This design comes from an exercise in tuning for small area on the open sky130 flow, not from production work.
In this exercise RTL edits were held to simulation tests only and were not proved equivalent to the original.
The flow treats the clock pin as an ideal source, which a real chip does not have.
No activity file was given, so power comes from the tool's default toggle rates.

## run A
==> flow/design.v <==
module mini_mips_multicycle #(
  parameter logic [31:0] RESET_PC     = 32'h0000_0000,
  parameter int unsigned ADDR_W       = 32,
  parameter bit          ILLEGAL_HALT = 1'b1
) (
  input  logic              clk,
  input  logic              reset,
  output logic              mem_req,
  output logic              mem_we,
  output logic [ADDR_W-1:0] mem_addr,
  output logic [31:0]       mem_wdata,
  input  logic [31:0]       mem_rdata,
  input  logic              mem_ready,
  output logic [31:0]       pc,
  output logic [31:0]       result,
  output logic              retired,
  output logic              halted
);
  localparam logic [2:0] S_FETCH = 3'd0, S_WAIT = 3'd1, S_EXEC = 3'd2, S_MEM = 3'd3,
                         S_WAIT2 = 3'd4, S_POST = 3'd5, S_HALT = 3'd6;
  logic [2:0]  r_state;
  logic [4:0]  r_cnt;
  logic [31:0] r_ar, r_dr, r_ir, r_t;
  logic [4:0]  r_last;       
  logic        r_wb;         
  logic        r_pend;       
  logic        r_clr;        
  logic        r_cm;         
  logic        r_cp;         
  logic        r_neq;        
  logic [5:0] op, fn;
  logic [4:0] rs, rt, rd, sh;
  assign op = r_ir[31:26];
  assign fn = r_ir[5:0];
  assign rs = r_ir[25:21];
  assign rt = r_ir[20:16];
  assign rd = r_ir[15:11];
  assign sh = r_ir[10:6];
  logic rtype, f_add, f_sub, f_and, f_or, f_slt, f_sll, f_jr;
  logic i_addi, i_lw, i_sw, i_beq, i_bne, i_j, i_jal, i_br, i_alu, legal;
  assign rtype  = (op == 6'h00);
  assign f_add  = rtype && fn == 6'h20;
  assign f_sub  = rtype && fn == 6'h22;
  assign f_and  = rtype && fn == 6'h24;
  assign f_or   = rtype && fn == 6'h25;
  assign f_slt  = rtype && fn == 6'h2A;
  assign f_sll  = rtype && fn == 6'h00;
  assign f_jr   = rtype && fn == 6'h08;
  assign i_addi = (op == 6'h08);
  assign i_lw   = (op == 6'h23);
  assign i_sw   = (op == 6'h2B);
  assign i_beq  = (op == 6'h04);
  assign i_bne  = (op == 6'h05);
  assign i_j    = (op == 6'h02);
  assign i_jal  = (op == 6'h03);
  assign i_br   = i_beq | i_bne;
  assign i_alu  = f_add | f_sub | f_and | f_or | f_slt | f_sll | i_addi;
  assign legal  = i_alu | f_jr | i_lw | i_sw | i_br | i_j | i_jal;
  logic [4:0] dst;
  logic       dst_nz;
  assign dst    = rtype ? rd : rt;
  assign dst_nz = (dst != 5'd0);
  logic ph0, ph31;
  assign ph0  = (r_cnt == 5'd0);
  assign ph31 = (r_cnt == 5'd31);
  logic exec, post;
  assign exec = (r_state == S_EXEC);
  assign post = (r_state == S_POST);
  logic [4:0]  sel_a;
  logic        ir_bit;
  logic [31:1] ring_out;
  logic        a, b, wbit;
  assign sel_a = post ? r_last : rs;
  assign wbit  = r_clr ? 1'b0 : post ? ir_bit : r_dr[0];
  logic [3:0] we_hi;
  logic [7:0] we_lo;
  always_comb begin
    for (int i = 0; i < 4; i++) we_hi[i] = r_clr | (r_wb && r_last[4:3] == i[1:0]);
    for (int i = 0; i < 8; i++) we_lo[i] = r_clr | (r_last[2:0] == i[2:0]);
  end
  genvar g;
  generate
    for (g = 1; g < 32; g++) begin : g_rf
      logic [31:0] r_ring;
      logic        we;
      assign we = we_hi[g / 8] & we_lo[g % 8];
      always_ff @(posedge clk) r_ring <= {we ? wbit : r_ring[0], r_ring[31:1]};
      assign ring_out[g] = r_ring[0];
    end
  endgenerate
  assign a = (sel_a == 5'd0) ? 1'b0 : ring_out[sel_a];
  assign b = (rt == 5'd0)    ? 1'b0 : ring_out[rt];
  logic       shift2;
  logic [4:0] k;
  logic [4:0] idx;
  logic       imm_bit;
  assign shift2  = i_br | i_j | i_jal;
  assign k       = shift2 ? r_cnt - 5'd2 : r_cnt;
  assign idx     = post ? r_cnt : (i_j | i_jal) ? k : ((k > 5'd15) ? 5'd15 : k);
  assign ir_bit  = r_ir[idx];
  assign imm_bit = (shift2 && r_cnt < 5'd2) ? 1'b0 : ir_bit;
  logic pcb, inc, pc4, cp_n;
  assign pcb  = r_ar[0];
  assign inc  = (r_cnt == 5'd2) | r_cp;
  assign pc4  = pcb ^ inc;
  assign cp_n = pcb & inc & ~ph31;
  logic x, y, cin, sum, cout, subm;
  assign subm = f_sub | f_slt;
  assign x    = i_br ? pc4 : a;
  assign y    = (i_addi | i_lw | i_sw | i_br) ? imm_bit : (b ^ subm);
  assign cin  = ph0 ? subm : r_cm;
  assign sum  = x ^ y ^ cin;
  assign cout = (x & y) | (x & cin) | (y & cin);
  logic neq_any, taken, lt;
  assign neq_any = (~ph0 & r_neq) | (a ^ b);
  assign taken   = i_beq ? ~neq_any : neq_any;
  assign lt      = (a ^ b) ? a : sum;
  logic [5:0] csum;
  logic       sll_go;
  assign csum   = {1'b0, r_cnt} + {1'b0, sh};
  assign sll_go = ~csum[5];
  logic alu_res;
  always_comb begin
    alu_res = sum;
    if (f_and) alu_res = a & b;
    if (f_or)  alu_res = a | b;
    if (f_slt) alu_res = 1'b0;
    if (f_sll) alu_res = b;
  end
  logic ar_shift, ar_par, ain;
  logic dr_shift, ir_load, dr_zero, din, dr0_set, set_pend;
  logic t_wr, tin;
  logic retire_c, set_wb;
  logic [2:0] state_n;
  always_comb begin
    ar_shift = 1'b0; ar_par = 1'b0; ain = 1'b0;
    dr_shift = 1'b0; ir_load = 1'b0; dr_zero = 1'b0; din = 1'b0; dr0_set = 1'b0; set_pend = 1'b0;
    t_wr = 1'b0; tin = 1'b0;
    retire_c = 1'b0; set_wb = 1'b0;
    mem_req = 1'b0; mem_we = 1'b0;
    state_n = r_state;
    if (r_wb) begin
      dr_shift = 1'b1;
      din      = wbit;
    end
    case (r_state)
      S_FETCH: begin
        mem_req = 1'b1;
        ir_load = mem_ready;
        if (mem_ready) state_n = ph31 ? S_EXEC : S_WAIT;
      end
      S_WAIT: begin
        if (!legal) begin
          if (!r_wb) state_n = S_HALT;
        end else if (ph31) state_n = S_EXEC;
      end
      S_EXEC: begin
        if (!legal) state_n = S_HALT;
        ar_shift = legal;
        if (i_alu) begin
          ain = pc4;
          if (dst_nz) begin
            dr_shift = ~f_sll | sll_go;
            din      = alu_res;
            dr_zero  = f_sll & ph0;
            dr0_set  = f_slt & ph31 & lt;
          end
        end
        if (f_jr) ain = a;
        if (i_j | i_jal) ain = (r_cnt < 5'd2) ? 1'b0 : (r_cnt < 5'd28) ? imm_bit : pcb;
        if (i_jal) begin
          dr_shift = 1'b1;
          din      = pc4;
        end
        if (i_br) begin
          ain  = pc4;
          t_wr = 1'b1;
          tin  = sum;
          ar_par = ph31 & taken;
        end
        if (i_lw | i_sw) begin
          ain  = sum;
          t_wr = 1'b1;
          tin  = pc4;
        end
        if (i_sw) begin
          dr_shift = 1'b1;
          din      = b;
        end
        if (ph31 && legal) begin
          if (i_lw | i_sw) state_n = S_MEM;
          else begin
            retire_c = 1'b1;
            state_n  = S_FETCH;
            set_wb   = (i_alu & dst_nz) | i_jal;
          end
        end
      end
      S_MEM: begin
        mem_req = 1'b1;
        mem_we  = i_sw;
        if (mem_ready) begin
          ir_load  = i_lw;
          set_pend = i_lw & (rt != 5'd0);
          state_n  = ph31 ? S_POST : S_WAIT2;
        end
      end
      S_WAIT2: begin
        if (ph31) state_n = S_POST;
      end
      S_POST: begin
        ar_shift = 1'b1;
        ain      = r_t[0];
        if (!r_wb) begin
          dr_shift = 1'b1;
          din      = a;
        end
        if (ph31) begin
          retire_c = 1'b1;
          state_n  = S_FETCH;
        end
      end
      S_HALT: ;
      default: state_n = S_FETCH;
    endcase
    if (reset) begin
      mem_req  = 1'b0;
      mem_we   = 1'b0;
      retire_c = 1'b0;
      state_n  = S_FETCH;
    end
  end
  always_ff @(posedge clk) begin
    r_cnt  <= reset ? 5'd0 : r_cnt + 5'd1;
    r_cp   <= cp_n;
    r_cm   <= cout;
    r_neq  <= neq_any;
    r_state <= state_n;
    r_clr  <= reset | (r_clr & ~ph31);
    r_wb   <= reset ? 1'b0 : (ph31 ? (set_wb | set_pend | r_pend) : r_wb);
    r_pend <= ~reset & ~ph31 & (set_pend | r_pend);
    if (reset) r_last <= 5'd0;
    else if (set_wb | set_pend) r_last <= i_jal ? 5'd31 : dst;
    if (ir_load) r_ir <= mem_rdata;
    r_t <= {t_wr ? tin : r_t[0], r_t[31:1]};
    if (reset)         r_ar <= RESET_PC;
    else if (ar_par)   r_ar <= {tin, r_t[31:1]};
    else if (ar_shift) r_ar <= {ain, r_ar[31:1]};
    if (reset | dr_zero) r_dr[30:0] <= 31'd0;
    else if (dr_shift)   r_dr[30:0] <= {r_dr[31:2], r_dr[1] | dr0_set};
    if (reset)           r_dr[31] <= 1'b0;
    else if (dr_shift)   r_dr[31] <= din;
  end
  assign mem_addr  = r_ar[ADDR_W-1:0];
  assign mem_wdata = r_dr;
  assign pc        = r_ar;
  assign result    = r_dr;
  assign retired   = retire_c;
  assign halted    = (r_state == S_HALT);
endmodule
Settings: LEC_CHECK=0, ABC_AREA=1, CAP_MARGIN=20, CORE_MARGIN=2, CORE_UTILIZATION=60, CTS_BUF_LIST=sky130_fd_sc_hd__clkbuf_4, CTS_CLUSTER_DIAMETER=35, CTS_CLUSTER_SIZE=10, SLEW_MARGIN=20; clock period 10.0 ns.
standard.sh (not shown) runs the stock make flow with config.mk's settings and CLKGATE_MAP_FILE= SYNTH_SCRIPT=/design/flow/synth_recipe.tcl, a recipe that flattens the netlist after the stock synthesis.
==> flow/flow/run.sh <==
#!/bin/bash
set -euo pipefail
rm -rf scripts_area
cp -r "$FLOW_HOME/scripts" scripts_area
printf 'strash\ndch\namap\ntopo\n' > scripts_area/abc_area.script
export SCRIPTS_DIR="$PWD/scripts_area"
export BUFFER_PORTS_ARGS="-buffer_cell sky130_fd_sc_hd__buf_1"
export CTS_ARGS="-sink_clustering_enable -repair_clock_nets -sink_clustering_size 14 -sink_clustering_max_diameter 45 -buf_list sky130_fd_sc_hd__clkbuf_4 -dont_use_dummy_load"
export POST_CTS_TCL="$PWD/flow/post_cts.tcl"
export CLK_UPSIZE_FANOUT=12
bash standard.sh > standard.log 2>&1
==> flow/flow/post_cts.tcl <==
# Upsize the leaf clock buffers that drive many flip-flops, so each flip-flop's clock pin keeps
# a fast edge; then legalize the placement again.
set n 0
foreach inst [get_cells *] {
  if {[get_property $inst ref_name] ne "sky130_fd_sc_hd__clkbuf_4"} { continue }
  set opin [get_pins -of_objects $inst -filter "direction == output"]
  set net [get_nets -of_objects $opin]
  set fo [llength [get_pins -of_objects $net -filter "direction == input"]]
  if {$fo >= $::env(CLK_UPSIZE_FANOUT)} {
    replace_cell $inst sky130_fd_sc_hd__clkbuf_8
    incr n
  }
}
puts "post_cts: upsized $n leaf clock buffers"
detailed_placement
check_placement -verbose
Run A | stages: all done | timing, DRC, antenna: all pass
Setup changes, run A to run B
- swapping 35 for 50 in CTS_CLUSTER_DIAMETER
- swapping sky130_fd_sc_hd__clkbuf_4 for sky130_fd_sc_hd__clkbuf_8 in CTS_BUF_LIST
- swapping 10 for 20 in CTS_CLUSTER_SIZE
==> flow/flow/run.sh <==
#!/bin/bash
# Standard layout (the standard.sh, standard synthesis unchanged), with two changes:
# the port buffers use the smallest buffer cell, and CTS inserts no dummy loads.
export BUFFER_PORTS_ARGS="-buffer_cell sky130_fd_sc_hd__buf_1"
export CTS_ARGS="-sink_clustering_enable -repair_clock_nets -sink_clustering_size 20 -sink_clustering_max_diameter 50 -buf_list sky130_fd_sc_hd__clkbuf_8 -dont_use_dummy_load"
bash standard.sh > standard.log 2>&1
removed: flow/flow/post_cts.tcl
==> summary.txt <==
- Clock-buffer cell count in run B is 22 below run A.
- Width of the chip was higher in run B than in run A.
- Wire length of the first global-routing pass for run B: 390 um up relative to run A
- Of run A and run B, the run reporting the lower synthesis-to-finish area growth was run B.
- Run B ended up with more standard cells than run A.
- Combinational share of power, run A and run B, higher one = run B.
- Taking run A as the reference, in run B share of total power in sequential cells now sits higher; netlist area before placement now sits higher; fraction of layout cells with a size suffix above 1 now sits higher.
- On global routing usage summed across all routing layers: run B sits below run A.
--- input diff run B..run C ---
- changing CTS_BUF_LIST from sky130_fd_sc_hd__clkbuf_8 to sky130_fd_sc_hd__clkbuf_4
- changing CTS_CLUSTER_SIZE from 20 to 10
- changing CTS_CLUSTER_DIAMETER from 50 to 35
==> flow/flow/run.sh <==
#!/bin/bash
# Standard layout (the standard.sh) with these changes:
#  - synthesis is ORFS's own script, but its area ABC script (ABC_AREA=1) is replaced by an
#    area-recovery mapping (strash; dch; amap; topo). Only combinational mapping changes: the
#    flip-flops, their names and cell types are those of the standard synthesis.
#  - the port buffers use the smallest buffer cell (every port still gets one);
#  - CTS uses small clkbuf_4 clusters and inserts no dummy loads.
set -euo pipefail
rm -rf scripts_area
cp -r "$FLOW_HOME/scripts" scripts_area
printf 'strash\ndch\namap\ntopo\n' > scripts_area/abc_area.script
export SCRIPTS_DIR="$PWD/scripts_area"
export BUFFER_PORTS_ARGS="-buffer_cell sky130_fd_sc_hd__buf_1"
export CTS_ARGS="-sink_clustering_enable -repair_clock_nets -buf_list sky130_fd_sc_hd__clkbuf_4 -dont_use_dummy_load"
bash standard.sh > standard.log 2>&1
## What came out
| worst setup slack before clock tree synthesis | run C vs run B | 1.70 ns lower |. The main combinational cell family by area after synthesis comes out compound AO/OA/AOI/OAI gates in one run and simple AND/OR/NAND/NOR gates in the other, namely in run C and run B respectively. Of run C and run B, run B shows the lower routing usage on met2, with run C above it. Going from run B to run C, multi-input gate area in the final layout lower; layout clock buffer count +280%.
For run D, these inputs were changed with respect to run C:
- CTS_CLUSTER_SIZE: 10 -> 20
- CTS_CLUSTER_DIAMETER: 35 -> 50
- CTS_BUF_LIST: sky130_fd_sc_hd__clkbuf_4 -> sky130_fd_sc_hd__clkbuf_8
==> flow/flow/run.sh <==
#!/bin/bash
# Standard layout (the standard.sh, standard synthesis unchanged), with two changes:
# the port buffers use the smallest buffer cell, and CTS inserts no dummy loads.
export BUFFER_PORTS_ARGS="-buffer_cell sky130_fd_sc_hd__buf_1"
export CTS_ARGS="-sink_clustering_enable -repair_clock_nets -sink_clustering_size 12 -sink_clustering_max_diameter 30 -buf_list sky130_fd_sc_hd__clkbuf_4 -dont_use_dummy_load"
bash standard.sh > standard.log 2>&1
[summary]
Per the comparison of run D with run C, arithmetic-cell share of the synthesized area counting full adders, half adders and majority gates ~0 delta; leakage dissipation shows a reduction of about 0.6%; maximum buffer depth of the clock tree moved down.
Run D vs. run C: slack of the worst reg-to-reg path went up 1.93 ns; sum of internal, switching and leakage power went down 9.3%.
Between run C and run D, the share of final layout cell area taken by non-clock buffers does not differ in any meaningful way.
Run D: total iterations of the first detailed-routing run is 1 lower than what run C reported.
Against run C, the final cell area of run D is lower.
### run D -> run E
- swapping sky130_fd_sc_hd__clkbuf_8 for sky130_fd_sc_hd__clkbuf_4 in CTS_BUF_LIST
- swapping 50 for 35 in CTS_CLUSTER_DIAMETER
- swapping 20 for 10 in CTS_CLUSTER_SIZE
==> flow/flow/run.sh <==
#!/bin/bash
# Standard layout (the standard.sh) with these changes:
#  - synthesis is ORFS's own script, but its area ABC script (ABC_AREA=1) is replaced by an
#    area-recovery mapping (strash; dch; amap; topo). Only combinational mapping changes: the
#    flip-flops, their names and cell types are those of the standard synthesis.
#  - the port buffers use the smallest buffer cell (every port still gets one);
#  - CTS uses small clkbuf_4 clusters and inserts no dummy loads.
set -euo pipefail
rm -rf scripts_area
cp -r "$FLOW_HOME/scripts" scripts_area
printf 'strash\ndch\namap\ntopo\n' > scripts_area/abc_area.script
export SCRIPTS_DIR="$PWD/scripts_area"
export BUFFER_PORTS_ARGS="-buffer_cell sky130_fd_sc_hd__buf_1"
export CTS_ARGS="-sink_clustering_enable -repair_clock_nets -sink_clustering_size 24 -sink_clustering_max_diameter 45 -buf_list sky130_fd_sc_hd__clkbuf_8 -dont_use_dummy_load"
bash standard.sh > standard.log 2>&1
Results
Between run E and run D, the clock network contribution to total cell area does not differ in any meaningful way. Source of the critical timing path = r_ir[31]: run E; source of the critical timing path = r_ir[27]: run D. As of run E, design internal power had risen slightly compared to run D. On run E: total routed wirelength is about 4% lower than what run D gave. Count of placed standard cells including taps of run E falls short of that of run D by a little under 10%. Cmp run E vs run D: share of power burned in the clock network higher in run E. For run D, the dominant combinational cell family by area after synthesis was simple AND/OR/NAND/NOR gates, unlike run E, where it was compound AO/OA/AOI/OAI gates. Standard cell area after detailed placement went down by a few percent going from run D to run E. In run E, the met1 capacity usage during global routing came out 0.76 points below the value in run D. Density: run E denser than run D.

## separate check: timing with driven ports
No port has a modelled driver above. Below, the same layouts with a new extraction and two added sets of constraints. Step 1, drivers: a clkbuf_16 drives clk and a buf_2 each remaining input, both assumed. Step 2, shift: input delay + t, output delay - t, t = (earliest + latest rising clock arrival at the registers) / 2. This alone moves slack from input paths to output paths. a / b / c = ideal ports / drivers / drivers and shift; a / b = the first two.
run | t (ns) | setup slack, ns | worst setup path at the end
run A | 0.867 | 2.918 / 2.918 / 2.918 | register to register
run B | 0.679 | 4.672 / 4.652 / 4.652 | input to output
run C | 1.060 | 2.853 / 2.853 / 2.853 | register to register
run D | 0.937 | 4.588 / 4.538 / 4.655 | input to output
run E | 0.683 | 2.959 / 2.959 / 2.959 | register to register
After both steps setup and hold are still met in every run listed. The setup slack of run B, which loses most, moves by -0.020 ns with the drivers and by -0.020 ns with both steps.
